This design comes from an exercise in tuning for a short achievable clock period and few clock cycles on the open sky130 flow, not from production work.
Only simulation tests tie the RTL to the original design; equivalence was not proved.

// nc_cpu_top
module nc_cpu_top #(
    parameter cpu_pkg::bank_t RESET_BANK      = 8'h01,
    parameter cpu_pkg::word_t RESET_OFFSET    = 16'h8000,
    parameter cpu_pkg::bank_t RESET_DATA_BANK = 8'h00
) (
    input  logic           clk,
    input  logic           reset_n,
    output logic           mem_valid,
    output logic           mem_we,
    output cpu_pkg::addr_t mem_addr,
    output cpu_pkg::word_t mem_wdata,
    input  logic           mem_ready,
    input  cpu_pkg::word_t mem_rdata,
    output logic           halted
);
Size: ~6200 cells after synthesis, about 88000 µm² of cells after synthesis.
export LEC_CHECK = 0
export ABC_CLOCK_PERIOD_IN_PS = 3000
export CAP_MARGIN = 20
export CORE_MARGIN = 2
export CORE_UTILIZATION = 50
export PLACE_DENSITY = 0.65
export SLEW_MARGIN = 20
export TNS_END_PERCENT = 10
create_clock -name core_clock -period 11.0 [get_ports {clk}]
standard.sh (not shown) runs the stock make flow with config.mk's settings and CLKGATE_MAP_FILE= SYNTH_SCRIPT=/design/flow/synth_recipe.tcl, a recipe that flattens the netlist after the stock synthesis.
==> flow/flow/run.sh <==
#!/bin/bash
set -euo pipefail
bash standard.sh SETUP_SLACK_MARGIN=7 finish > standard.log 2>&1
Testbench counts at the start, summed over its fixed seeds: cycles 69,383.
Edit:
--- a/flow/design.v
+++ b/flow/design.v
@@ -153,69 +153,69 @@
             cpu_pkg::COND_VS: cond_true =  flags[cpu_pkg::FLAG_V];
             default:          cond_true = !flags[cpu_pkg::FLAG_V];
         endcase
     end
     logic        redir;
     logic [15:0] redir_pc;
     assign redir    = qv0 && ((is_branch && cond_true) || is_jmp || is_jmpi);
     assign redir_pc = is_jmp  ? rs_val :
                       is_jmpi ? {qp0[15:9], qi0[8:0]} : (qp0 + 16'd2 + imm_se);
     logic [1:0]  mcnt;
     logic        is_mul, mul_last;
-    logic [15:0] ms, mc, mul_res;
+    logic [15:0] ma, mb, ms, mc, mul_res;
     assign is_mul   = (op == cpu_pkg::OP_MUL);
     assign mul_last = (mcnt == 2'(MUL_CYC - 1));
     assign mul_res  = ms + mc;
     function automatic logic [31:0] csa(input logic [15:0] x, y, z);
         csa = {x ^ y ^ z, ((x & y) | (x & z) | (y & z)) << 1};
     endfunction
     logic [15:0] pp [16];
     logic [15:0] l1 [11];
     logic [15:0] l2 [8];
     logic [15:0] l3 [6];
-    logic [15:0] m3 [6];     
     logic [15:0] l4 [4];
     logic [15:0] l5 [3];
     logic [15:0] mt_s, mt_c;
     always_comb begin
         for (int i = 0; i < 16; i++)
-            pp[i] = rt_val[i] ? (rs_val << i) : 16'd0;
+            pp[i] = mb[i] ? (ma << i) : 16'd0;
         for (int i = 0; i < 5; i++)
             {l1[2*i], l1[2*i+1]} = csa(pp[3*i], pp[3*i+1], pp[3*i+2]);
         l1[10] = pp[15];
         for (int i = 0; i < 3; i++)
             {l2[2*i], l2[2*i+1]} = csa(l1[3*i], l1[3*i+1], l1[3*i+2]);
         l2[6] = l1[9];
         l2[7] = l1[10];
         for (int i = 0; i < 2; i++)
             {l3[2*i], l3[2*i+1]} = csa(l2[3*i], l2[3*i+1], l2[3*i+2]);
         l3[4] = l2[6];
         l3[5] = l2[7];
         for (int i = 0; i < 2; i++)
-            {l4[2*i], l4[2*i+1]} = csa(m3[3*i], m3[3*i+1], m3[3*i+2]);
+            {l4[2*i], l4[2*i+1]} = csa(l3[3*i], l3[3*i+1], l3[3*i+2]);
         {l5[0], l5[1]} = csa(l4[0], l4[1], l4[2]);
         l5[2] = l4[3];
         {mt_s, mt_c} = csa(l5[0], l5[1], l5[2]);
     end
     always_ff @(posedge clk or negedge reset_n) begin
         if (!reset_n)
             mcnt <= 2'd0;
         else if (qv0 && is_mul && !mul_last)
             mcnt <= mcnt + 2'd1;
         else
             mcnt <= 2'd0;
     end
     always_ff @(posedge clk) begin
-        if (mcnt == 2'd0)
-            for (int i = 0; i < 6; i++)
-                m3[i] <= l3[i];
+        if (mcnt == 2'd0) begin
+            ma <= rs_val;
+            mb <= rt_val;
+        end
         ms <= mt_s;
         mc <= mt_c;
     end
     logic        wr_en, set_zn, set_cv, dbr_wr;
     logic [15:0] res;
     logic        c_out, v_out;
     logic [16:0] sum, dif;
     assign sum = {1'b0, rs_val} + {1'b0, rt_val};
     assign dif = {1'b0, rs_val} - {1'b0, rt_val};
     always_comb begin
         wr_en  = 1'b0;
@@ -288,33 +288,26 @@
             else               pop = 1'b1;
         end
     end
     function automatic logic ic_lk(input logic [15:0] a);
         ic_lk = ic_v[a[IB:1]] && (ic_tag[a[IB:1]] == {a[15:IB+1], a[0]});
     endfunction
     logic fill, in_fpc;
     assign fill   = bus_done && bfetch;
     assign in_fpc = bv && bfetch && (baddr[15:0] == fpc);
     logic        rdq, rdok;
     logic [9:0]  rdw;           
-    logic [IB:0] rsum;
-    logic [IB:1] ridx;
-    logic        rw_v;
-    logic [15-IB:0] rw_tag;
-    logic [15:0] rw_d;
-    assign rsum = qp0[IB:0] + (IB+1)'(2) + qi0[IB:0];
-    assign ridx = is_jmp ? rs_val[IB:1] : (is_jmpi ? qi0[IB:1] : rsum[IB:1]);
     logic        fhit_e;
     logic [15:0] cw_e;
-    assign fhit_e = rdq ? (rw_v && (rw_tag == {fpc[15:IB+1], fpc[0]})) : fhit;
-    assign cw_e   = rdq ? rw_d : cw;
+    assign fhit_e = rdq ? ic_lk(fpc) : fhit;
+    assign cw_e   = rdq ? ic_d[fpc[IB:1]] : cw;
     logic        c_arrive, f_arrive, arrive;
     logic [15:0] w;
     assign c_arrive = fhit_e && !qv1 && !redir && !halted && !pstop;
     assign f_arrive = !fhit_e && mem_ready && in_fpc && !qv1 && !redir && !halted && !pstop;
     assign arrive   = c_arrive || f_arrive;
     assign w        = fhit_e ? cw_e : mem_rdata;
     logic [7:0] w_rs, w_rt, w_rd;
     assign w_rs = 8'd1 << w[8:6];
     assign w_rt = 8'd1 << w[5:3];
     assign w_rd = 8'd1 << w[11:9];
     logic w_halt;
@@ -533,31 +526,22 @@
             end else if (qv0 && is_load && ld_wait && ld_done) begin
                 for (int i = 0; i < 8; i++)
                     if (qd0[i])
                         regs[i] <= mem_rdata;
                 flags[cpu_pkg::FLAG_Z] <= (mem_rdata == 16'd0);
                 flags[cpu_pkg::FLAG_N] <= mem_rdata[15];
             end
         end
     end
     always_ff @(posedge clk) begin
         cw <= cw_n;
-        if (fill && (baddr[IB:1] == ridx)) begin
-            rw_v   <= 1'b1;
-            rw_tag <= {baddr[15:IB+1], baddr[0]};
-            rw_d   <= mem_rdata;
-        end else begin
-            rw_v   <= ic_v[ridx];
-            rw_tag <= ic_tag[ridx];
-            rw_d   <= ic_d[ridx];
-        end
         if (redir) begin
             rdw  <= rd_db[10:1];
             rdok <= !is_jmp && !rd_db[0];
         end
         if (bus_done && bfetch) begin
             ic_tag[baddr[IB:1]] <= {baddr[15:IB+1], baddr[0]};
             ic_d[baddr[IB:1]]   <= mem_rdata;
         end
         if (bus_free && !(halted || halt_now)) begin
             if (dpend) begin
                 baddr  <= dpaddr;
What happened: Hold slack improved by 170 ps. Synthesized cell count is lower by 6.1%. Die area is lower by 8.2%. Core utilization is higher by 1.2 points. Count of clock-buffer cells in the layout is lower by 13. Clock skew is higher by 16 ps. Register-to-register slack got worse by 30 ps. Critical path depth is lower by 3. Fmax is lower by 0.57%. Setup slack got worse by 26 ps.
Testbench counts after the change, summed over its fixed seeds: cycles 69,383.

[port drivers added, routing unchanged]
No port has a modelled driver above. Below, the same layouts with a new extraction and two added sets of constraints.
Step 1, drivers: a clkbuf_16 drives clk and a buf_2 each remaining input, both assumed.
Step 2 moves the port delays by t, midway between the first and last clock arrival at a register: inputs arrive t later, outputs are due t later. That takes back most of the time a late clock gives input paths.
Three values: no drivers, after step 1, after step 2; two values: the first two.
run	t, ns	slack for setup (ns)	worst setup path after step 2	worst data-port slew with drivers (ns)	pins driven straight from the clock port
the first run	0.915	6.468 / 6.468 / 5.966	input to register	0.05	1
the second run	0.897	6.442 / 6.442 / 5.717	input to register	0.05	1
After both steps every run listed still meets setup and hold. For the second run, which loses most, drivers alone change the setup slack by 0.000 ns; drivers and shift together by -0.725 ns.
